What follows belongs to an exercise in optimizing a design on an open flow for small area, a short achievable clock period and few clock cycles per item; a production flow would make more cautious choices. Function was checked by simulation only, so behaviour that the tests miss may differ from the original. Power figures rest on the tool's default switching activity, not on a simulated workload.

==> flow/design.v, too long to show whole: its modules and the start of the top module <==
// module conv_top: 4045 lines
module conv_top (
  input  logic clk,
  input  logic rst_n,
  input  logic [15:0] ifmap_dat,
  input  logic ifmap_vld,
  output logic ifmap_rdy,
  input  logic [15:0] weights_dat,
  input  logic weights_vld,
  output logic weights_rdy,
  output logic [31:0] ofmap_dat,
  output logic ofmap_vld,
  input  logic ofmap_rdy
);
  // ...
==> flow/run.sh <==
#!/bin/bash
# synth_recipe.tcl (not shown) runs the flow's synth.tcl, then flattens the netlist and writes it again
# the make line also repeats each setting of config.mk as NAME=value (left out here)
make -C /OpenROAD-flow-scripts/flow DESIGN_CONFIG=/design/flow/config.mk WORK_HOME=/design/flow/orfs CLKGATE_MAP_FILE= SYNTH_SCRIPT=/design/flow/synth_recipe.tcl finish
==> flow/config.mk <==
export PLATFORM = sky130hd
export DESIGN_NAME = conv_top
export DESIGN_NICKNAME = conv_top
export VERILOG_FILES = /design/flow/design.v
export SDC_FILE = /design/flow/constraint.sdc
export NUM_CORES = 4
export LEC_CHECK = 0
export ABC_CLOCK_PERIOD_IN_PS = 2500
export CAP_MARGIN = 20
export CORE_MARGIN = 2
export CORE_UTILIZATION = 40
export SETUP_SLACK_MARGIN = 5
export SLEW_MARGIN = 20
==> flow/constraint.sdc <==
create_clock -name core_clock -period 8.0 [get_ports {clk}]
set_input_delay 1.6000 -clock core_clock [delete_from_list [all_inputs] [get_ports {clk}]]
set_output_delay 1.6000 -clock core_clock [all_outputs]
set_load 0.01 [all_outputs]
==> metrics list, run 1 <==
- The run finished with no timing, DRC or antenna violations.
- The number of multi-input combinational cells in the layout is 2723.
- Signed area change from the synthesized netlist to the final layout: 16.2%
* ClkCell Share: 5.85%
- Ordered list of cells on the worst path: buf_12, buf_6
- Drt pass-1 iters: 6
- After detailed routing, no signal wire sits above met5.
* Instance area after placement: 60500 µm²
- Routed length per instance: 24.9 µm
- Combinational cell power: 11500 µW
- Dividing total power by cell area gives a power density of 383 nW/µm².
- Fraction of final layout cells sized beyond drive strength 1: 13.2%
- Core area: 144000 µm²
- The die covers 148000 µm².
- Sequential cells account for 34.2% of the total power.
- Counting instances in the post-synthesis netlist gives the leading cell types as 791 x sky130_fd_sc_hd__dfxtp_1, 728 x sky130_fd_sc_hd__inv_1, 592 x sky130_fd_sc_hd__fa_1.
- Sequential share of cell area: 39.3%
* EDFF count, synth: 320
- During placement, the flow inserted port buffers numbering 71.
- Hold Path Origin: ws2_1[11]$_DFF_P_
- By instance count, the leading cell after synthesis is sky130_fd_sc_hd__dfxtp_1.
- Leakage: 0.0274 µW
* Worst slack, placed: 4.11 ns
- Wire segments on met2 add up to 75100 µm in the final route.
* Endpoint of the worst-slack reg-to-reg timing path: st1[78]$_DFF_P_
- Together, buffers and inverters on the worst path number 2.
- Setup violations remaining at the end of the flow were counted as 0.
- Leftover overflow at the end of global routing: 0
- Share of cell area taken by muxes after synthesis: 2.55%
- Number of global-route vias before repair: 38200
- First-pass GRT wire length: 259000 µm
* Top area cells in the synthesized netlist: sky130_fd_sc_hd__dfxtp_1 27%, sky130_fd_sc_hd__fa_1 20%, sky130_fd_sc_hd__edfxtp_1 17%
- After synthesis, the largest family of logic cells by area is adder cells.
- Well Taps: 1903
- Initial Util: 40.4%
- Distinct cell type count after synthesis: 69
- The floorplan has 139 rows.
* Number of slew-limit violations in the final report: 0
* Kind of end point of the critical path: output pin
Testbench counts, summed over its fixed seeds: cycles 4,304, jobs 128.
==> inputs of run 2 (changes only) <==
==> flow/flow/run.sh (new file) <==
#!/bin/bash
# Standard layout, with one netlist step between synthesis and floorplan:
# fa_polarity.py flips full-adder cells (FA(~a,~b,~c) = ~FA(a,b,c)) so that
# fewer inverters sit between them. Registers and other cells are untouched.
set -euo pipefail
WORK=$(pwd)
R=$WORK/orfs/results/$FLOW_PLATFORM/conv_top/base
bash standard.sh synth > $WORK/flow_synth.log 2>&1
cp $R/1_2_yosys.v $WORK/yosys_standard.v
python3 $WORK/flow/fa_polarity.py $WORK/yosys_standard.v $R/1_2_yosys.v > $WORK/fa_polarity.log 2>&1
rm -f $R/1_synth.odb $R/1_synth.sdc
bash standard.sh finish > $WORK/flow_layout.log 2>&1
==> flow/flow/fa_polarity.py (new file) <==
#!/usr/bin/env python3
"""Choose the polarity of each full-adder cell in a mapped netlist so that
fewer inverters are needed, and rewrite the netlist.

A full adder is self-dual: FA(~a, ~b, ~c) = (~sum, ~carry). Synthesis leaves
inverters between adder cells wherever it picked the wrong polarity; this
flips adders (greedy local search) to remove them. Registers and all other
cells are untouched; the function of the netlist is unchanged.

usage: fa_polarity.py IN.v OUT.v
"""
import re
import sys
from collections import defaultdict

src = open(sys.argv[1]).read()

FA_RE = re.compile(r'sky130_fd_sc_hd__fa_\d+$')
INV_RE = re.compile(r'sky130_fd_sc_hd__(inv|clkinv)_\d+$')

# split module body into cell instances and other statements
m = re.search(r'(module\s+\w+\s*\(.*?\);)(.*)(endmodule)', src, re.S)
head, body, tail = src[:m.start(2)], m.group(2), src[m.end(2):]

cell_re = re.compile(r'^\s*(sky130_fd_sc_hd__\w+)\s+(\S+)\s*\((.*?)\);\s*$', re.S | re.M)
pin_re = re.compile(r'\.(\w+)\s*\(\s*(.*?)\s*\)\s*(?:,|$)', re.S)

cells = []   # [type, name, {pin: net}, span]
for cm in cell_re.finditer(body):
    pins = dict((p, n.strip()) for p, n in pin_re.findall(cm.group(3)))
    cells.append([cm.group(1), cm.group(2), pins, cm.span()])

OUTPINS = {'X', 'Y', 'Q', 'Q_N', 'SUM', 'COUT', 'HI', 'LO'}

# nets referenced outside cell instances (assigns, ports) are fixed
rest = cell_re.sub('', body)
fixed_nets = set()
for st in re.findall(r'^\s*assign\s+(.*?);', rest, re.M | re.S):
    for tok in re.findall(r'\\\S+|[A-Za-z_][\w$]*(?:\s*\[\d+(?::\d+)?\])?', st):
        fixed_nets.add(tok.strip())
out_ports = set(re.findall(r'^\s*output\s+(?:\[[^\]]*\]\s*)?(\w+)\s*;', body, re.M))
def is_port_net(net):
    b = re.sub(r'\s*\[.*$', '', net.lstrip('\\').strip())
    return b in out_ports

driver = {}
loads = defaultdict(list)  # net -> [(cell index, pin)]
for i, (t, n, pins, sp) in enumerate(cells):
    for p, net in pins.items():
        if p in OUTPINS:
            driver[net] = (i, p)
        else:
            loads[net].append((i, p))

# collapse inverters: a net driven by an inverter whose input is a plain net
def is_inv(i):
    return INV_RE.match(cells[i][0]) is not None

def base(net):
    """(root net, polarity) for a net, following inverters"""
    pol = 0
    seen = 0
    while net in driver and is_inv(driver[net][0]) and seen < 8:
        net = cells[driver[net][0]][2]['A']
        pol ^= 1
        seen += 1
    return net, pol

fas = [i for i, c in enumerate(cells) if FA_RE.match(c[0])]
fa_set = set(fas)

# inverters we may remove: all inverter cells (they are recreated as needed)
# but keep inverters whose output net is fixed (assign/port) or drives
# something we cannot re-point (we re-point any cell input pin).
removable_inv = set()
for i, c in enumerate(cells):
    if is_inv(i):
        y = c[2]['Y']
        if y in fixed_nets or is_port_net(y):
            continue
        removable_inv.add(i)

# consumers: every non-removable-inverter input pin, expressed on the root
# consumer entries: (cell idx, pin, root, need_pol)
cons = []
for i, (t, n, pins, sp) in enumerate(cells):
    if i in removable_inv:
        continue
    for p, net in pins.items():
        if p in OUTPINS:
            continue
        if net.startswith("1'b") or net in fixed_nets and net not in driver:
            # constant or port-like
            pass
        r, pol = base(net) if net not in fixed_nets else (net, 0)
        # if the path goes through a non-removable inverter, base() stops? handle
        cons.append((i, p, net, r, pol))

# root -> list of consumer indices
by_root = defaultdict(list)
for k, (i, p, net, r, pol) in enumerate(cons):
    by_root[r].append(k)

flip = defaultdict(int)  # fa cell idx -> 0/1

def root_flip(r):
    d = driver.get(r)
    if d and d[0] in fa_set:
        return flip[d[0]]
    return 0

def need(k):
    i, p, net, r, pol = cons[k]
    f = flip[i] if (i in fa_set and p in ('A', 'B', 'CIN')) else 0
    return pol ^ root_flip(r) ^ f

def root_cost(r):
    return 1 if any(need(k) for k in by_root[r]) else 0

# roots touched by each FA: its input roots and its output roots
fa_roots = {}
for i in fas:
    rs = set()
    for p in ('A', 'B', 'CIN'):
        net = cells[i][2][p]
        rs.add(base(net)[0] if net not in fixed_nets else net)
    for p in ('SUM', 'COUT'):
        rs.add(cells[i][2][p])
    fa_roots[i] = rs

total = sum(root_cost(r) for r in by_root)
sys.stderr.write("inverters before: %d cells, modelled %d\n" % (len(removable_inv), total))
def flippable(i):
    return all(not (cells[i][2][p] in fixed_nets or is_port_net(cells[i][2][p])) for p in ('SUM', 'COUT'))

for it in range(20):
    changed = 0
    for i in fas:
        if not flippable(i):
            continue
        rs = fa_roots[i]
        before = sum(root_cost(r) for r in rs)
        flip[i] ^= 1
        after = sum(root_cost(r) for r in rs)
        if after < before:
            changed += 1
            total += after - before
        else:
            flip[i] ^= 1
    if not changed:
        break
sys.stderr.write("after flips: modelled %d inverters, %d adders flipped\n" % (total, sum(flip.values())))

# ---- rewrite
# physical net of a root: FA outputs keep their net names (carrying the
# flipped value if flipped); a root needing inversion gets one new inverter
def esc(net):
    return net + ' ' if net.startswith('\\') else net

new_cells = []
inv_of = {}
cnt = [0]
def inv_net(r):
    if r not in inv_of:
        cnt[0] += 1
        nn = 'fapol_n%d' % cnt[0]
        inv_of[r] = nn
        new_cells.append('  sky130_fd_sc_hd__inv_1 fapol_i%d (\n    .A(%s),\n    .Y(%s)\n  );\n' % (cnt[0], esc(phys_root(r)), nn))
    return inv_of[r]

# flipped adders drive renamed nets (they carry the complement)
ren = {}
for i in fas:
    if flip[i]:
        for p in ('SUM', 'COUT'):
            cnt[0] += 1
            ren[cells[i][2][p]] = 'fapol_p%d' % cnt[0]

def phys_root(r):
    return ren.get(r, r)

newpins = defaultdict(dict)
for i in fas:
    if flip[i]:
        for p in ('SUM', 'COUT'):
            newpins[i][p] = ren[cells[i][2][p]]
for k, (i, p, net, r, pol) in enumerate(cons):
    nd = need(k)
    phys = inv_net(r) if nd else phys_root(r)
    if phys != net:
        newpins[i][p] = phys

out = []
pos = 0
wires = []
for i, (t, n, pins, sp) in enumerate(cells):
    out.append(body[pos:sp[0]])
    pos = sp[1]
    if i in removable_inv:
        continue
    pp = dict(pins)
    pp.update(newpins.get(i, {}))
    text = '  %s %s (\n%s\n  );' % (t, n, ',\n'.join('    .%s(%s)' % (a, esc(b)) for a, b in pp.items()))
    out.append(text)
out.append(body[pos:])
decl = ''.join('  wire %s;\n' % v for v in list(inv_of.values()) + list(ren.values()))
res = head + '\n' + decl + ''.join(out) + ''.join(new_cells) + tail
open(sys.argv[2], 'w').write(res)
sys.stderr.write("inverters after: %d\n" % len(inv_of))
==> flow/standard.sh (new file) <==
#!/bin/bash
# synth_recipe.tcl (not shown) runs the flow's synth.tcl, then flattens the netlist and writes it again
# the make line also repeats each setting of config.mk as NAME=value (left out here)
make -C /OpenROAD-flow-scripts/flow DESIGN_CONFIG=/design/flow/config.mk WORK_HOME=/design/flow/orfs CLKGATE_MAP_FILE= SYNTH_SCRIPT=/design/flow/synth_recipe.tcl "${@:-finish}"
--- a/flow/config.mk
+++ b/flow/config.mk
@@ -8,6 +8,6 @@
 export ABC_CLOCK_PERIOD_IN_PS = 2500
 export CAP_MARGIN = 20
 export CORE_MARGIN = 2
-export CORE_UTILIZATION = 40
+export CORE_UTILIZATION = 55
 export SETUP_SLACK_MARGIN = 5
 export SLEW_MARGIN = 20
removed: flow/run.sh
==> run 2 against run 1 <==
Against the previous run:
- register-to-register slack worse by 0.05 ns
- cell count is 14% lower
- highest routed layer unchanged
- first-iteration DRC count is 16% higher
==> metrics list, run 2 <==
* Outcome: timing/DRC/antenna clean
- At the worst endpoint, the arrival time is 3.63 ns.
- Routed length per instance: 28.8 µm (+16%)
- Number of CTS-inserted buffers: 111
- The setup path with the least slack is of type reg -> reg.
- TritonCTS clock tree: done
- Highest clock rate: 329 MHz
* Clock tree skew after final layout: 0.0565 ns
* Hold Fails Final Rpt: 0
- Area of all placed cells without fillers: 64900 µm²
* Number of global-route vias before repair: 37100 (-3.0%)
- First-pass GRT wire length: 255000 µm (-1.6%)
- Placer Congestion: 1.03
- For met2 alone, demand over resource in global routing was 50.7%.
- Leakage: 0.0250 µW (-8.6%)
* Hold Slack: 0.305 ns
- Latest clock arrival within the worst-skew pair: 0.73 ns
* Highest-count cells in the layout ignoring fill and taps: 766 x sky130_fd_sc_hd__dfxtp_1, 586 x sky130_fd_sc_hd__fa_1, 479 x sky130_fd_sc_hd__a22oi_1
- Number of flip-flops in the largest register: 216
- Number of antenna violations at the first check in global routing: 10
* Post-route DRC violation count: 0
* Quantity of I/O buffers inserted on ports: 71 (unchanged)
- Drt pass-1 iters: 6 (unchanged)
* Maxcap violations: 0
- Synthesis produced a netlist whose cell count is 4563.
* Final design utilization: 63.8%
- Number of vias per cell: 5.91
* Filler Cells Inserted: 8004
- The worst setup path is launched from a register.
* Path category of the worst min-delay check: reg -> reg
* IR drop worst, VDD: 256 µV
- Most common cell after layout, fill and taps aside: sky130_fd_sc_hd__dfxtp_1
- Signed area change from the synthesized netlist to the final layout: 15.0%
- Avg Cell Area, Syn: 12.4 µm²
- Root cell of the clock tree: sky130_fd_sc_hd__clkbuf_16
* Clock period minus final worst setup slack: 3.04 ns
- Global Route met3 Usage: 13.2%
* Core area: 102000 µm² (-29%)
* GRT Max-Usage Layer: met2
- STA puts the critical path data required time at 8.59 ns.
- The share of layout cells above drive strength 1 came to 14.2% (+1.1 points).
- At the pin with the least slew margin, the transition time is 1.09 ns.
- Count of nets left with antenna violations after detail routing: 0
* Area taken by multi-input logic gates: 27600 µm²
* Number of nets in the layout: 5398
- The clock passes through at most 3 buffers.
* # H-tree levels: 3
- Largest Register: st1
- Measured along the x axis, the die boundary spans 324 µm.
- Clock transition time at the flip-flop clock pins of the worst setup and hold paths: 0.06 ns
* Worst slew margin relative to its limit: 27.1%
- 72 I/O pins were placed.
- Cell Pwr Density: 385 nW/µm² (+0.51%)
* Initial Util: 55.5% (+15 points)
* Ratio of final minimum period to clock period: 38.0%
* DRC violation total after the first TritonRoute iteration: 4739
- Row count: 117 (-16%)
* Final HPWL from detailed placement: 118000 µm
- Number of vias in the routed layout: 36300
- For this run, the number of Yosys warnings is 1.
* Largest registers: st1 x216, st2 x63
* Maximum number of pins on one net before global-route repair: 68
- Setup repair after global routing could not meet its margin everywhere.
* Overall power after layout: 25000 µW
- Chip height: 324 µm
* Leftover overflow at the end of global routing: 0 (unchanged)
- Synthesized net count: 5279
* Total clock sinks: 1151
- Sequential standard cell area: 26500 µm²
- Instance area after placement: 58100 µm² (-3.9%)
- Largest fanout on the critical path: 9
- The count of final setup violators came to 0 (unchanged).
* Routed wire length: 177000 µm
- Final sum of negative setup slack: 0 ns
* Syn Std Cell Area: 56400 µm²
- Global routing usage summed across all routing layers: 34.2%
- STA classifies the critical path endpoint as a register.
- Number of slew-limit violations in the final report: 0 (unchanged)
- The die outline area came to 105000 µm² (-29%).
* Global-route track usage on met1: 44.0%
==> run 2: final cells by class <==
cell class	instances	area share, %
antenna	4	0.0154
clock buffer	158	4.88
clock inverter	54	1.03
inverter	307	1.87
multi-input combinational	2724	42.5
sequential	1151	40.9
tap	1368	2.64
timing repair buffer	387	6.16
==> run 2: critical path: stages (launching register included) <==
cell and delay, ns:
sky130_fd_sc_hd__edfxtp_1 0.47, sky130_fd_sc_hd__inv_4 0.09, sky130_fd_sc_hd__buf_8 0.18, sky130_fd_sc_hd__fa_1 0.61
sky130_fd_sc_hd__fa_1 0.49, sky130_fd_sc_hd__fa_1 0.47, sky130_fd_sc_hd__fa_1 0.55, sky130_fd_sc_hd__inv_1 0.04
==> run 2: layer usage <==
metal / up-vias / routed length [µm]
li1: 15300 / -
met1: 17900 / 68100
met2: 2417 / 75200
met3: 710 / 23200
met4: 8 / 10500
met5: - / 101
==> run 2: final timing paths <==
| kind | from | to | cells after the start | slack, ns |
|---|---|---|---|---|
| hold / removal | wr0_1[8]$_DFF_P_ | wr0_0[8]$_DFF_P_ | 0 | 0.31 |
| min in group asynchronous | rst_n | n_ins[0]$_DFF_PN0_ | 2 | 1.00 |
| setup / recovery | h0[20]$_DFFE_PP_ | st1[69]$_DFF_P_ | 7 | 4.96 |
| setup reg to reg | h0[20]$_DFFE_PP_ | st1[69]$_DFF_P_ | 7 | 4.96 |
| hold reg to reg | wr0_1[8]$_DFF_P_ | wr0_0[8]$_DFF_P_ | 0 | 0.31 |
| max in group asynchronous | rst_n | q_rp[1]$_DFFE_PN0P_ | 2 | 6.51 |
==> run 2: what timing repair did <==
item,in CTS,in global routing
cloned,1,1
endpoints found under the setup margin,390,231
resized for setup,126,66
hold buffers,0,0
setup buffers,211,12
pin swaps,4,4
==> run 2: per-stage QoR <==
stage | worst slack, ns | std cells
floorplan | 2.82 | 4563
global placement | 4.26 | 5711
detailed placement | 4.31 | 5711
CTS | 4.90 | 6135
global route | 4.92 | 6149
finish | 4.96 | 6153
==> run 2: report_power, final <==
group          total [µW]  internal (µW)  switching, µW
sequential           8880           8100            781
clock                5380           3110           2260
combinational       10700           4630           6120
total               25000          15800           9160

afterwards: timing with drivers on the ports:
No port has a modelled driver above. Below, the same layouts with a new extraction and two added sets of constraints. Step 1 (the two cells are an assumption about what drives the block):
set clk [get_ports {clk}]
set_driving_cell -lib_cell sky130_fd_sc_hd__clkbuf_16 $clk
set_driving_cell -lib_cell sky130_fd_sc_hd__buf_2 [delete_from_list [all_inputs] $clk]
Step 2 adds t to the input delays and takes it off the output delays; t is the mean of the earliest and latest rising clock arrival at the registers after step 1. Input paths then give back, and output paths get back, about the clock's delay inside the block. Three values: no drivers, after step 1, after step 2; two values: the first two.
run | t, ns | setup slack, ns | worst register clock-pin slew, ns
run 1 | 0.829 | 4.966 / 4.885 / 4.422 | 0.07 / 0.07
run 2 | 0.777 | 4.962 / 4.929 / 4.460 | 0.08 / 0.08
After both steps setup and hold are still met in every run listed. The setup slack of run 1, which loses most, moves by -0.081 ns with the drivers and by -0.544 ns with both steps.
